What follows belongs to an exercise in optimizing a design on an open flow for small area; a production flow would make more cautious choices. In this exercise RTL edits were held to simulation tests only and were not proved equivalent to the original. No activity file was given, so power comes from the tool's default toggle rates.

### config.mk
export PLATFORM = sky130hd
export DESIGN_NAME = pcpu
export DESIGN_NICKNAME = pcpu
export VERILOG_FILES = /design/flow/design.v
export SDC_FILE = /design/flow/constraint.sdc
export NUM_CORES = 4
export LEC_CHECK = 0
export CAP_MARGIN = 0
export CORE_MARGIN = 2
export CORE_UTILIZATION = 65
export GPL_TIMING_DRIVEN = 0
export SLEW_MARGIN = 0
export SYNTH_HIERARCHICAL = 1
export SYNTH_MINIMUM_KEEP_SIZE = 0
### constraint.sdc
create_clock -name core_clock -period 10.0 [get_ports {clock}]
set_input_delay 2.0000 -clock core_clock [delete_from_list [all_inputs] [get_ports {clock}]]
set_output_delay 2.0000 -clock core_clock [all_outputs]
set_load 0.01 [all_outputs]
### design.v
`timescale 1ns/1ps
package pcpu_pkg;
    localparam int DATA_W    = 16;
    localparam int ADDR_W    = 8;
    localparam int REG_SEL_W = 3;
    localparam int OP_HI   = 15;
    localparam int OP_LO   = 11;
    localparam int R1_HI   = 10;
    localparam int R1_LO   = 8;
    localparam int R2_HI   = 6;
    localparam int R2_LO   = 4;
    localparam int R3_HI   = 2;
    localparam int R3_LO   = 0;
    localparam int IMM8_HI = 7;
    localparam int IMM8_LO = 0;
    localparam int IMM4_HI = 3;
    localparam int IMM4_LO = 0;
    localparam logic [15:0] NOP_WORD = 16'h0000;
    localparam logic [4:0] NOP  = 5'b00000, HALT = 5'b00001, LOAD = 5'b00010, STORE = 5'b00011,
                           SLL  = 5'b00100, SRL  = 5'b00101, ADD  = 5'b01000, ADDI  = 5'b01001,
                           SUB  = 5'b01010, SUBI = 5'b01011, CMP  = 5'b01100, AND   = 5'b01101,
                           OR   = 5'b01110, XOR  = 5'b01111, LDIH = 5'b10000, JUMP  = 5'b11000,
                           JMPR = 5'b11001, BZ   = 5'b11010, BNZ  = 5'b11011, BN    = 5'b11100,
                           BNN  = 5'b11101, BC   = 5'b11110, BNC  = 5'b11111;
    localparam logic IDLE = 1'b0, EXEC = 1'b1;
endpackage
`timescale 1ns/1ps
import pcpu_pkg::*;
module pcpu (
    input  logic        clock,
    input  logic        reset,
    input  logic        enable,
    input  logic        start,
    input  logic [15:0] i_datain,
    output logic [7:0]  i_addr,
    input  logic [15:0] d_datain,
    output logic [7:0]  d_addr,
    output logic [15:0] d_dataout,
    output logic        d_we,
    input  logic [3:0]  select_y,
    output logic [15:0] y
);
    localparam logic [2:0] S_READ = 3'd0, S_SH4 = 3'd1, S_SH1 = 3'd2, S_LO = 3'd3,
                           S_CLRA = 3'd4, S_CLRB = 3'd5, S_HI = 3'd6;
    logic        run, started;
    logic [7:0]  pc;
    logic        zf, nf, cf;
    logic [2:0]  st;
    logic [2:0]  ph;             
    logic [1:0]  cnt;            
    logic        c8;             
    logic [15:0] t;              
    logic [15:0] ring [7];       
    logic [15:0] ir;
    logic [4:0]  op;
    logic [2:0]  f1, f2, f3;
    logic [3:0]  imm4;
    logic [7:0]  imm8;
    logic        go;             
    logic        lo, hi, clr;
    assign ir   = i_datain;
    assign op   = ir[15:11];
    assign f1   = ir[10:8];
    assign f2   = ir[6:4];
    assign f3   = ir[2:0];
    assign imm4 = ir[3:0];
    assign imm8 = ir[7:0];
    assign go   = !run && enable && start;
    assign lo   = (st == S_LO);
    assign hi   = (st == S_HI);
    assign clr  = (st == S_CLRA) || (st == S_CLRB);
    logic is_ldst, is_load, is_store, is_shift, is_arith, is_imm8op, is_ctl, is_ldih, is_halt;
    logic is_sub, is_addsub, is_logic, is_cmp, is_rr, op_and, op_or;
    assign is_ldst   = (op[4:1] == 4'b0001);
    assign is_load   = (op == LOAD);
    assign is_store  = (op == STORE);
    assign is_shift  = (op[4:1] == 4'b0010);
    assign is_arith  = (op[4:3] == 2'b01);
    assign is_imm8op = is_arith && !op[2] && op[0];            
    assign is_rr     = is_arith && !is_imm8op;                  
    assign is_ctl    = (op[4:3] == 2'b11);
    assign is_ldih   = (op == LDIH);
    assign is_halt   = (op == HALT);
    assign is_cmp    = (op == CMP);
    assign is_sub    = is_arith && ((op[2:1] == 2'b01) || (op[2:0] == 3'b100));   
    assign is_addsub = is_arith && !(op[2] && (op[1] || op[0]));                
    assign is_logic  = is_arith && op[2] && (op[1] || op[0]);                   
    assign op_and    = is_logic && (op[1:0] == 2'b01);
    assign op_or     = is_logic && (op[1:0] == 2'b10);
    logic [2:0]  sel, slot;
    logic [3:0]  slot_sum;
    logic [15:0] rd;
    always_comb
    begin
        if (!run)
            sel = select_y[2:0];
        else if (st == S_READ)
            sel = is_shift ? f2 : f3;
        else if (is_ctl)
            sel = (op[2:0] == 3'b000) ? 3'd0 : f1;              
        else if (is_imm8op || (is_store && hi))
            sel = f1;                                            
        else if (is_shift || is_ldih)
            sel = 3'd0;                                          
        else
            sel = f2;
    end
    assign slot_sum = {1'b0, sel} + {1'b0, ph};
    assign slot     = (slot_sum >= 4'd7) ? 3'(slot_sum - 4'd7) : slot_sum[2:0];
    logic [6:0]   slot_oh;
    logic [111:0] ring_flat;
    always_comb
    begin
        slot_oh = '0;
        if (sel != 3'd0)
            slot_oh[slot] = 1'b1;
    end
    for (genvar j = 0; j < 7; j++)
    begin : g_flat
        assign ring_flat[16 * j +: 16] = ring[j];
    end
    read_port u_read_port (.slots(ring_flat), .sel_oh(slot_oh), .rd(rd));
    logic [7:0] a8, b8, sum8;
    logic       cout;
    assign a8 = hi ? rd[15:8] : rd[7:0];
    logic [3:0] b_sel;
    logic       b_t;
    assign b_t      = is_rr || is_shift;
    assign b_sel[0] = b_t && !hi;
    assign b_sel[1] = b_t && hi;
    assign b_sel[2] = !b_t && !hi && is_ldst;
    assign b_sel[3] = !b_t && (hi ? is_ldih : !(is_ldst || is_ldih));
    b_operand u_b_operand (.t(t), .imm8(imm8), .sel(b_sel), .y(b8));
    alu8 u_alu8 (.a(a8), .b(b8), .sub(is_sub), .cin(hi ? c8 : is_sub), .logic_op(is_logic),
                 .op_and(op_and), .op_or(op_or), .y(sum8), .cout(cout));
    logic [15:0] res;
    logic        writes, aligned, ready, wr;
    logic [3:0]  wsum;
    assign res = {sum8, t[7:0]};
    assign writes  = (is_load || is_shift || is_ldih || (is_arith && !is_cmp)) && (f1 != 3'd0);
    assign wsum    = {1'b0, f1} + {1'b0, ph};
    assign aligned = (wsum == 4'd6) || (wsum == 4'd13);
    assign ready   = !writes || aligned;
    assign wr      = clr || (run && hi && writes && aligned);
    logic [15:0] ring_in;
    ring_input u_ring_input (.keep(ring[6]), .load_data(d_datain), .result(res),
                             .wr(wr), .clr(clr), .is_load(is_load), .y(ring_in));
    always_ff @(posedge clock)
    begin
        ring[0] <= ring_in;
        for (int j = 1; j < 7; j++)
            ring[j] <= ring[j - 1];
    end
    logic [6:0]  t_sel;
    logic [15:0] t_nx;
    assign t_sel[0] = (st == S_READ);
    assign t_sel[1] = (st == S_SH4) && !op[0];
    assign t_sel[2] = (st == S_SH4) && op[0];
    assign t_sel[3] = (st == S_SH1) && !op[0];
    assign t_sel[4] = (st == S_SH1) && op[0];
    assign t_sel[5] = lo;
    assign t_sel[6] = !(t_sel[0] || (st == S_SH4) || (st == S_SH1) || lo);
    t_next u_t_next (.t(t), .rd(rd), .sum8(sum8), .sel(t_sel), .y(t_nx));
    always_ff @(posedge clock)
        t <= t_nx;
    always_ff @(posedge clock)
    begin
        if (lo)
            c8 <= cout;
    end
    logic taken, cond;
    always_comb
    begin
        case (op[2:1])
            2'b01:   cond = zf;
            2'b10:   cond = nf;
            2'b11:   cond = cf;
            default: cond = 1'b1;
        endcase
        taken = is_ctl && ((op[2:1] == 2'b00) || (cond ^ op[0]));
    end
    logic [7:0] pc_inc;
    logic [8:0] pc_c;
    assign pc_c[0] = 1'b1;
    for (genvar i = 0; i < 8; i++)
    begin : g_inc
        assign pc_inc[i]   = pc[i] ^ pc_c[i];
        assign pc_c[i + 1] = pc[i] & pc_c[i];
    end
    logic [1:0] cnt_inc;
    assign cnt_inc = cnt + 2'd1;
    always_ff @(posedge clock)
    begin
        if (st == S_READ || cnt_inc == (st == S_SH4 ? imm4[3:2] : imm4[1:0]))
            cnt <= 2'd0;
        else
            cnt <= cnt_inc;
    end
    always_ff @(posedge clock or negedge reset)
    begin
        if (!reset)
            ph <= 3'd0;
        else
            ph <= (ph == 3'd6) ? 3'd0 : ph + 3'd1;
    end
    always_ff @(posedge clock or negedge reset)
    begin
        if (!reset)
        begin
            run     <= 1'b0;
            started <= 1'b0;
            st      <= S_READ;
            pc      <= '0;
            zf      <= 1'b0;
            nf      <= 1'b0;
            cf      <= 1'b0;
        end
        else if (!run)
        begin
            st <= S_READ;
            if (go)
            begin
                run     <= 1'b1;
                started <= 1'b1;
                st      <= S_CLRA;
            end
        end
        else
        begin
            if (!enable)
                run <= 1'b0;
            case (st)
                S_CLRA:
                    if (ph == 3'd6)
                        st <= S_CLRB;
                S_CLRB:
                    if (ph == 3'd5)
                        st <= S_READ;
                S_READ:
                begin
                    if (is_halt)
                        run <= 1'b0;
                    else if (is_shift && imm4[3:2] != 2'd0)
                        st <= S_SH4;
                    else if (is_shift && imm4[1:0] != 2'd0)
                        st <= S_SH1;
                    else
                        st <= S_LO;
                end
                S_SH4:
                    if (cnt_inc == imm4[3:2])
                        st <= (imm4[1:0] != 2'd0) ? S_SH1 : S_LO;
                S_SH1:
                    if (cnt_inc == imm4[1:0])
                        st <= S_LO;
                S_LO:
                    st <= S_HI;
                default:
                    if (ready)
                    begin
                        st <= S_READ;
                        pc <= taken ? t[7:0] : pc_inc;
                        if (is_arith || is_shift)
                        begin
                            zf <= (res == 16'h0000);
                            nf <= res[15];
                        end
                        if (is_addsub)
                            cf <= cout ^ is_sub;
                        else if (is_logic)
                            cf <= 1'b0;
                    end
            endcase
        end
    end
    assign i_addr    = pc;
    assign d_addr    = t[7:0];
    assign d_dataout = rd;
    assign d_we      = run && hi && is_store;
    always_comb
    begin
        y = '0;
        if (select_y == 4'd0)
        begin
            y[12]   = d_we;
            y[11]   = run;
            y[10:8] = {zf, nf, cf};
            y[7:0]  = pc;
        end
        else if (!select_y[3] && started)
            y = rd;
    end
endmodule
module read_port (
    input  logic [111:0] slots,
    input  logic [6:0]   sel_oh,
    output logic [15:0]  rd
);
    always_comb
    begin
        rd = '0;
        for (int j = 0; j < 7; j++)
            rd = rd | (slots[16 * j +: 16] & {16{sel_oh[j]}});
    end
endmodule
module alu8 (
    input  logic [7:0] a,
    input  logic [7:0] b,
    input  logic       sub,
    input  logic       cin,
    input  logic       logic_op,
    input  logic       op_and,
    input  logic       op_or,
    output logic [7:0] y,
    output logic       cout
);
    logic [7:0] bx, p, g;
    logic [8:0] c;
    assign bx   = sub ? ~b : b;
    assign p    = a ^ bx;
    assign g    = a & bx;
    assign c[0] = cin;
    for (genvar i = 0; i < 8; i++)
    begin : g_bit
        assign c[i + 1] = g[i] | (c[i] & p[i]);
        assign y[i]     = !logic_op ? (p[i] ^ c[i]) :
                          op_and    ? g[i] :
                          op_or     ? (p[i] | g[i]) : p[i];
    end
    assign cout = c[8];
endmodule
module ring_input (
    input  logic [15:0] keep,
    input  logic [15:0] load_data,
    input  logic [15:0] result,
    input  logic        wr,
    input  logic        clr,
    input  logic        is_load,
    output logic [15:0] y
);
    always_comb
    begin
        if (!wr)
            y = keep;
        else if (clr)
            y = '0;
        else if (is_load)
            y = load_data;
        else
            y = result;
    end
endmodule
module t_next (
    input  logic [15:0] t,
    input  logic [15:0] rd,
    input  logic [7:0]  sum8,
    input  logic [6:0]  sel,
    output logic [15:0] y
);
    assign y = ({16{sel[0]}} & rd)
             | ({16{sel[1]}} & (t << 4))
             | ({16{sel[2]}} & (t >> 4))
             | ({16{sel[3]}} & (t << 1))
             | ({16{sel[4]}} & (t >> 1))
             | ({16{sel[5]}} & {t[15:8], sum8})
             | ({16{sel[6]}} & t);
endmodule
module b_operand (
    input  logic [15:0] t,
    input  logic [7:0]  imm8,
    input  logic [3:0]  sel,
    output logic [7:0]  y
);
    assign y = ({8{sel[0]}} & t[7:0])
             | ({8{sel[1]}} & t[15:8])
             | ({8{sel[2]}} & {4'h0, imm8[3:0]})
             | ({8{sel[3]}} & imm8);
endmodule
### flow/run.sh
#!/bin/bash
# Layout flow: the standard flow (standard.sh) with changes that only
# affect which cells implement the logic:
#  - synthesis maps the logic with an area-oriented ABC script (area.abc:
#    a 30-second &deepsyn restructuring, then area mapping with amap) and
#    leaves full adders to ABC (no ADDER_MAP_FILE step); everything else in
#    synthesis, registers included, is the standard flow's own
#  - the port buffers are buf_1 cells
#  - clock tree synthesis uses small clock buffers and no dummy loads
# Each tool's output goes to a log file of its own in this folder.
set -euo pipefail
W=$(pwd)
F=$W/flow

# Synthesis script: the standard flow's, with ABC's mapping script replaced
first=$(head -n 1 synth_recipe.tcl)
if [[ "$first" != 'proc synth {args} { yosys synth -nofsm -noshare {*}$args }' ]]; then
  echo "unexpected synth_recipe.tcl first line: $first" >&2
  exit 1
fi
{
  echo 'proc synth {args} {'
  echo '  uplevel #0 { set abc_args [list -script $::env(AREA_ABC_SCRIPT) {*}$lib_args {*}$lib_dont_use_args -constr $::env(OBJECTS_DIR)/abc.constr] }'
  echo '  yosys synth -nofsm -noshare {*}$args'
  echo '}'
  tail -n +2 synth_recipe.tcl
} > area_synth.tcl

# standard.sh with the synthesis script replaced and no adder mapping step
sed "s#SYNTH_SCRIPT=[^ ]*#SYNTH_SCRIPT=$W/area_synth.tcl ADDER_MAP_FILE=#" standard.sh > area_standard.sh
grep -q "SYNTH_SCRIPT=$W/area_synth.tcl ADDER_MAP_FILE=" area_standard.sh

export AREA_ABC_SCRIPT=$F/area.abc
export BUFFER_PORTS_ARGS="-buffer_cell sky130_fd_sc_hd__buf_1"
export CTS_ARGS="-sink_clustering_enable -repair_clock_nets -dont_use_dummy_load -buf_list {sky130_fd_sc_hd__clkbuf_2 sky130_fd_sc_hd__clkbuf_4 sky130_fd_sc_hd__clkbuf_8}"

bash area_standard.sh finish > $W/flow_make.log 2>&1
test -f $W/out/final.def
### flow/area.abc
strash
&get -n
&deepsyn -T 30
&put
dch -f
amap
strash
dch
amap
topo
stime -c
### standard.sh
#!/bin/bash
# synth_recipe.tcl (not shown) runs the flow's synth.tcl, then flattens the netlist and writes it again
# the make line also repeats each setting of config.mk as NAME=value (left out here)
make -C /OpenROAD-flow-scripts/flow DESIGN_CONFIG=/design/flow/config.mk WORK_HOME=/design/flow/orfs CLKGATE_MAP_FILE= SYNTH_SCRIPT=/design/flow/synth_recipe.tcl "${@:-finish}"
==> results of run 1 <==
-- final timing paths --
path / startpoint / to / slack [ps]
hold / removal: ring[1][9] / ring[2][9] / 340
setup / recovery: i_datain[12] / y[7] / 630
max in group asynchronous: reset / cf / 7600
setup reg to reg: st[2] / zf / 1060
min in group asynchronous: reset / pc[4] / 1730
hold reg to reg: ring[1][9] / ring[2][9] / 340
-- per-module statistics from Yosys, one instance, submodules excluded --
module      cells inside  times used
pcpu                 447           1
read_port             64           1
t_next                71           1
alu8                  79           1
ring_input            35           1
b_operand             17           1
-- flip-flops by register name, indices dropped and copies added (netlist names) --
| name | cells |
|---|---|
| ring | 112 |
| pc | 8 |
| cf | 1 |
| ph | 3 |
| run | 1 |
| c8 | 1 |
| started | 1 |
| st | 3 |
| cnt | 2 |
| t | 16 |
| zf | 1 |
| nf | 1 |
-- worst max-delay path, cell delays in order --
cell and delay (ps):
buf_1 160, clkinv_1 150, nor2_1 210, nand3_1 180
nor3_1 310, a31oi_1 90, o21a_1 170, nor2_1 90
a21oi_1 40, a31oi_1 190, o21ai_0 270, nor2_1 210
a21oi_1 90, nor2b_1 190, a21oi_1 240, nor2_1 80
a21oi_1 340, clkinv_1 210, or3_1 440, nor2_4 540
a22oi_1 210, nand3_1 250, clkinv_1 200, o21ai_0 300
buf_1 200
-- where the power goes --
| part | internal [mW] | switching, mW |
|---|---|---|
| clock network | 0.150 | 0.192 |
| logic | 0.233 | 0.466 |
| registers | 0.825 | 0.174 |
| total | 1.21 | 0.832 |
-- layout make-up --
cell class	instances	area, sq um	area share
Tap cell	129	161.4	0.02277
Timing Repair Buffer	93	394.1	0.05560
Sequential cell	150	3108	0.4385
Clock buffer	17	234.0	0.03301
Multi-Input combinational cell	449	2733	0.3855
Buffer	9	63.81	0.009003
Inverter	105	394.1	0.05560
-- through the flow --
| stage | hold WS (ps) | util |
|---|---|---|
| 2_1_floorplan | 330.5 | - |
| 3_3_place_gp | 333.1 | 0.7251 |
| 3_5_place_dp | 336.3 | 0.7352 |
| 4_1_cts | 336.4 | 0.7604 |
| 5_1_grt | 340.3 | 0.7635 |
| 6_report | 338.8 | 0.7635 |
-- per-layer routing --
layer | part of all wire | GRT usage | vias up
met3 | 0.12 | 0.1033 | 105
met2 | 0.45 | 0.6250 | 492
met1 | 0.37 | 0.4996 | 2990
li1 | - | - | 2889
met4 | 0.065 | 0.2421 | 0
met5 | 0 | 0 | -
-- placed cells by master, fill, tap and decap left out, drive strengths merged, types with 2 or more instances in the layout --
master	instances
a211oi	5
a31o	2
clkinv	105
nand3	22
nor2	100
a221oi	13
nor2b	4
or4	2
or3	4
a221o	3
or2	7
dfrtp	19
o22ai	37
buf	102
nor3b	2
nand2	45
o21ai	34
nor4	5
a31oi	12
clkbuf	17
o221ai	7
nor3	11
o21a	13
and2	2
a21oi	25
a222oi	48
dfxtp	130
a22oi	35
-- timing repair --
item | CTS | global route
setup endpoints to repair | 0 | 3
hold endpoints to repair | 0 | 0
resized for setup | 0 | 4
hold buffers | 0 | 0
-- cells by family (layout without fill, tap and decap cells) --
logic type / count (synthesis) / count (layout) / share of synthesized area
compound gates: 243 / 243 / 0.2859
simple gates: 206 / 206 / 0.1426
flops: 150 / 150 / 0.4981
buf+inv: 114 / 224 / 0.07339
==> impl_results.md, run 1 <==
* Run status: complete, but fails checks
* SO Viols: capacitance limit, slew limit
* Global Route Usage Sum at 0.4001
* DRC at 0
* CP endpoint kind: output pin
* Max-slew violations at 20
* CTS HTree Levels at 4
* Final period util at 0.9375
* FILL cells at 709
* Placeable Area at 9284 sq um
* LEAKAGE at 2.540 nW
* Top post-synthesis cells by count: dfxtp_1 (130), clkinv_1 (105), nor2_1 (100)
* Ys async rst share at 0.1267
* CP max FO at 16
* Syn nets at 753
* Unique cell type count in the Yosys netlist at 40
* Fin Setup TNS at 0 ps
* Final Setup Violations at 0
* Syn Std Cell Area at 6240 sq um
* Starting Density at 0.6721
* Post-CTS setup buffer count at 0
* Peak supply drop at 248.3 uV
* Final Skew at 24.49 ps
* Worst min path class: flop to flop
* Dpl ws at 389.0 ps
* Synth top area cells: dfxtp_1 (42%), a222oi_1 (7.7%), dfrtp_1 (7.6%)
* Finished Cell Area at 7088 sq um
* WS Path Type: primary input to output pin
* ANT cells at 0
* Mean Syn Cell Area at 8.751 sq um
* CP Data Required Time at 8000 ps
* Crit start category: primary input
* GP Congestion at 1.008
* Tot Pwr at 2.040 mW
* Via count at 6476
* Fmax achieved at 106.7 MHz
* Synth area leader: dfxtp_1
* Post-Place Cells at 935
* Cells after Synth at 713
* Final setup margin at 625.5 ps
* Post-DP Area at 6825 sq um
* EDFF count, synth at 1
* Top-count cell post-synth: dfxtp_1
* Worst-Margin Slew at 1507 ps
* Vias in the first global route at 6007
* Post-Route WL at 21000 microns
* Die extent in y at 102.0 microns
* Std cell rows at 35
* Routed length per placed instance at 22.05 microns
* Drt via density at 6.803
* Gr ovfl total at 0
* CTS Buf Count at 17
* RSZ-0062 raised after global routing: false
* Initial DRC Count at 1262
* Power Dens Cells at 287.8 nW/um^2
* Cells on Worst Hold Path at 0
* Drt first pass iters at 14
* DIE AREA at 10400 sq um
* First-pass GRT wire length at 31130 microns
* Final hold vios at 0
* Minimum clock period at 9375 ps
* Synth top area share at 0.4171
* Arrival time worst endpoint at 7370 ps
* Post-DP HPWL at 14760 microns
* Worst rel slew slack at -0.008347
* FF-to-FF path depth at 36
* Die Wd at 102.0 microns
* Root Buffer Master: clkbuf_8
* Io pins at 89
* Post-synthesis sequential area ratio at 0.4981
* Layout cells sized above 1 at 0.05103
* Worst-path clk slew at 80 ps
* Layout area overhead at 13.60%
* CTS tree: built
* Non-filler cells, final at 952
* Clock latency on the worst-skew pair at 450 ps
* Synthesized flop and latch total at 150
* Clock buffer depth at 2
* Max_cap viols at 1
* Synth Warn # at 11
* Initial antenna violation count at 0
* Largest net degree at the start of global routing at 20
* Final-stage net count at 865
* Final ANT Viol Nets at 0
* CTS sink count at 150
* Most used DFF post-synth: dfxtp_1
* Port bufs at 88
==> run 2: changes to the inputs <==
--- a/config.mk
+++ b/config.mk
@@ -5,10 +5,10 @@
 export SDC_FILE = /design/flow/constraint.sdc
 export NUM_CORES = 4
 export LEC_CHECK = 0
-export CAP_MARGIN = 0
+export CAP_MARGIN = 5
 export CORE_MARGIN = 2
 export CORE_UTILIZATION = 65
 export GPL_TIMING_DRIVEN = 0
-export SLEW_MARGIN = 0
+export SLEW_MARGIN = 5
 export SYNTH_HIERARCHICAL = 1
 export SYNTH_MINIMUM_KEEP_SIZE = 0
==> impl_results.md, run 2 <==
* CP max FO at 14 (-2)
* Drt first pass iters at 9 (-5)
* Worst-path clk slew at 90 ps (about the same)
* Final ANT Viol Nets at 0 (unchanged)
* P_sw at 0.8271 mW (-0.64%)
* Routed length per placed instance at 21.48 microns (-2.6%)
* Power Dens Cells at 286.3 nW/um^2 (-0.52%)
* Top Registers: ring (112), t (16), pc (8)
* Io pins at 89 (unchanged)
* Commonest non-fill, non-tap cells in the layout: dfxtp_1 (130), clkinv_1 (105), nor2_1 (93), buf_1 (89), a222oi_1 (48)
* Largest net degree at the start of global routing at 20 (unchanged)
* DRC at 0 (unchanged)
* Std cell rows at 35 (unchanged)
* FILL cells at 724 (+2.1%)
* Port bufs at 88 (unchanged)
* Die Wd at 102.0 microns (unchanged)
* Arrival time worst endpoint at 9710 ps (+2340 ps)
* Worst-Margin Slew at 1123 ps (-384.2 ps)
* Tot Pwr at 2.042 mW (+0.11%)
* Die extent in y at 102.0 microns (unchanged)
* Final hold vios at 0 (unchanged)
* WS Path Type: flop to flop
* Cell-internal power at 1.215 mW (+0.63%)
* Global Route Usage Sum at 0.3995 (-0.0005796)
* Post-synthesis sequential area ratio at 0.4981 (unchanged)
* Synth Warn # at 11 (unchanged)
* Root Buffer Master: clkbuf_8
* RSZ-0062 raised after global routing: false
* Register area at 3108 sq um (unchanged)
* Post-DP HPWL at 14930 microns (+1.2%)
* Multi-input logic area at 2718 sq um (-0.55%)
* Synth area leader: dfxtp_1
* Most common cell after layout, fill and taps aside: dfxtp_1
* Max-slew violations at 0 (-100%)
* Clock Power Share at 0.168 (about the same)
* Post-DP Area at 6897 sq um (+1.0%)
* Synth top area share at 0.4171 (unchanged)
* Most used DFF post-synth: dfxtp_1
* CTS HTree Levels at 4 (unchanged)
* Fin Setup TNS at 0 ps (unchanged)
* Crit start category: flop
* Via count at 6459 (-0.26%)
* Gr ovfl total at 0 (unchanged)
* Drt via density at 6.756 (-0.68%)
* EDFF count, synth at 1 (unchanged)
* Final period util at 0.9359 (-0.001516)
* Synth top area cells: dfxtp_1 (42%), a222oi_1 (7.7%), dfrtp_1 (7.6%)
* Placeable Area at 9284 sq um (unchanged)
* Initial antenna violation count at 0 (unchanged)
* Mean Syn Cell Area at 8.751 sq um (unchanged)
* Syn Std Cell Area at 6240 sq um (unchanged)
* CTS Buf Count at 17 (unchanged)
* Initial DRC Count at 1197 (-5.2%)
* Finished Cell Area at 7133 sq um (+0.64%)
* Top post-synthesis cells by count: dfxtp_1 (130), clkinv_1 (105), nor2_1 (100)
* Clock latency on the worst-skew pair at 450 ps (about the same)
* Minimum clock period at 9359 ps (-15.16 ps)
* Ys async rst share at 0.1267 (unchanged)
* Peak supply drop at 243.8 uV (-1.8%)
* Hold buffers post-CTS at 0 (unchanged)
* CP Data Required Time at 10350 ps (+2350 ps)
* Starting Density at 0.6721 (unchanged)
* CP endpoint kind: flop
* Syn nets at 753 (unchanged)
* Max reg flops at 112 (unchanged)
* CTS sink count at 150 (unchanged)
* Worst Path Buf+Inv at 4 (-1)
* Final-stage net count at 869 (+0.46%)
* Layout cells sized above 1 at 0.05562 (+0.004590)
* Final Setup Violations at 0 (unchanged)
* Fmax achieved at 106.8 MHz (+0.16%)
* Flop pwr share at 0.488 (-0.002)
* GP Congestion at 1.008 (unchanged)
* Post-CTS setup buffer count at 0 (unchanged)
* Max_cap viols at 0 (-1)
* Layout area overhead at 14.32%
* Synthesized flop and latch total at 150 (unchanged)
* ANT cells at 0 (unchanged)
* Top-count cell post-synth: dfxtp_1
* Cells after Synth at 713 (unchanged)
* Comb power frac at 0.344 (about the same)
* Vias in the first global route at 5910 (-1.6%)
* Post-CTS Resized at 0 (unchanged)
* Unique cell type count in the Yosys netlist at 40 (unchanged)
* Slowest-stage cell, CP: nor2_1
* Worst min path class: flop to flop
* Final Skew at 37.01 ps (+12.51 ps)
* CP peak stage delay at 840 ps (+300 ps)
* Run status: finished clean
* Worst rel slew slack at 0.2515 (+0.2599)
* First-pass GRT wire length at 31130 microns (unchanged)
* Biggest register: ring
* LEAKAGE at 2.568 nW (+1.1%)
* Cell family with most CP delay: simple AND/OR/NAND/NOR gates
* Post-Route WL at 20540 microns (-2.2%)
* CTS tree: built
* Clock buffer depth at 2 (unchanged)
* Switching share of power at 0.4049 (-0.003079)
* DIE AREA at 10400 sq um (unchanged)
==> run 2: cell counts after synthesis <==
Identical to the previous run, type by type.
==> run 2: path summary, 6_finish.rpt <==
check	start	to	slack, ps	cells past startpoint
hold reg to reg	ring[5][13]	ring[6][13]	320	0
max in group asynchronous	reset	zf	7560	1
setup / recovery	st[2]	zf	640	37
min in group asynchronous	reset	pc[4]	1750	1
setup reg to reg	st[2]	zf	640	37
hold / removal	ring[5][13]	ring[6][13]	320	0
==> run 2: kinds of logic (layout without fill, tap and decap cells) <==
group | Yosys count | after routing | share of synthesized area
flip-flops | 150 | 150 | 0.4981
buffers and inverters | 114 | 228 | 0.07339
AO/OA/AOI/OAI | 243 | 243 | 0.2859
AND/OR/NAND/NOR | 206 | 206 | 0.1426
==> run 2: modules after synthesis, one instance, submodules excluded <==
module      cell area [sq um]  cells  flops+latches  times used
b_operand               116.4     17              0           1
t_next                  454.2     71              0           1
pcpu                     4557    447            150           1
read_port               480.5     64              0           1
alu8                    395.4     79              0           1
ring_input              236.5     35              0           1
==> run 2: metal layers <==
metal	up-vias	global-route usage	wire, microns
li1	2899	-	-
met1	2967	0.5145	7615
met2	496	0.6240	9175
met3	97	0.08960	2484
met4	0	0.2256	1259
met5	-	0	0
==> run 2: power by group through the flow <==
stage,clock (mW),combinational [mW],sequential [mW]
6_report,0.343,0.703,0.997
4_1_cts,0.343,0.682,0.987
5_1_grt,0.368,0.752,1.01
2_1_floorplan,0,0.434,0.942
3_5_place_dp,0,0.677,0.994
3_3_place_gp,0,0.637,0.976
==> run 2: layout make-up <==
type	count	share of cell area
plain buffers	9	0.008946
clock buffers	17	0.03280
inverters	105	0.05525
multi-input cells	449	0.3810
flip-flops and latches	150	0.4357
well taps	129	0.02263
repair buffers	97	0.06367
==> run 2: metrics by stage <==
step	util	worst slack [ps]	hold slack, ps	instances
final	0.7683	640.6	318.2	956
after global routing	0.7683	130.5	325.3	956
after CTS	0.7681	1060	325.0	956
after detailed placement	0.7429	675.9	335.5	939
after global placement	0.7251	-328.6	333.1	930
after floorplan	-	2064	330.5	713

==> what the ideal ports hide <==
The flow's constraints put no driver on any port. The routed layouts listed below were extracted and timed again, unchanged, in two steps.
Step 1: set_driving_cell puts a clkbuf_16 on clock and a buf_2 on each other input, an assumption about the parent block.
Step 2, shift: input delay + t, output delay - t, t = (earliest + latest rising clock arrival at the registers) / 2. This alone moves slack from input paths to output paths.
a / b / c = ideal / step 1 / step 2; a / b = the first two.
run	shift t [ns]	slack for setup (ns)	pins driven straight from the clock port
run 1	0.471	0.625 / 0.593 / 0.195	1
run 2	0.468	0.641 / 0.641 / 0.211	1
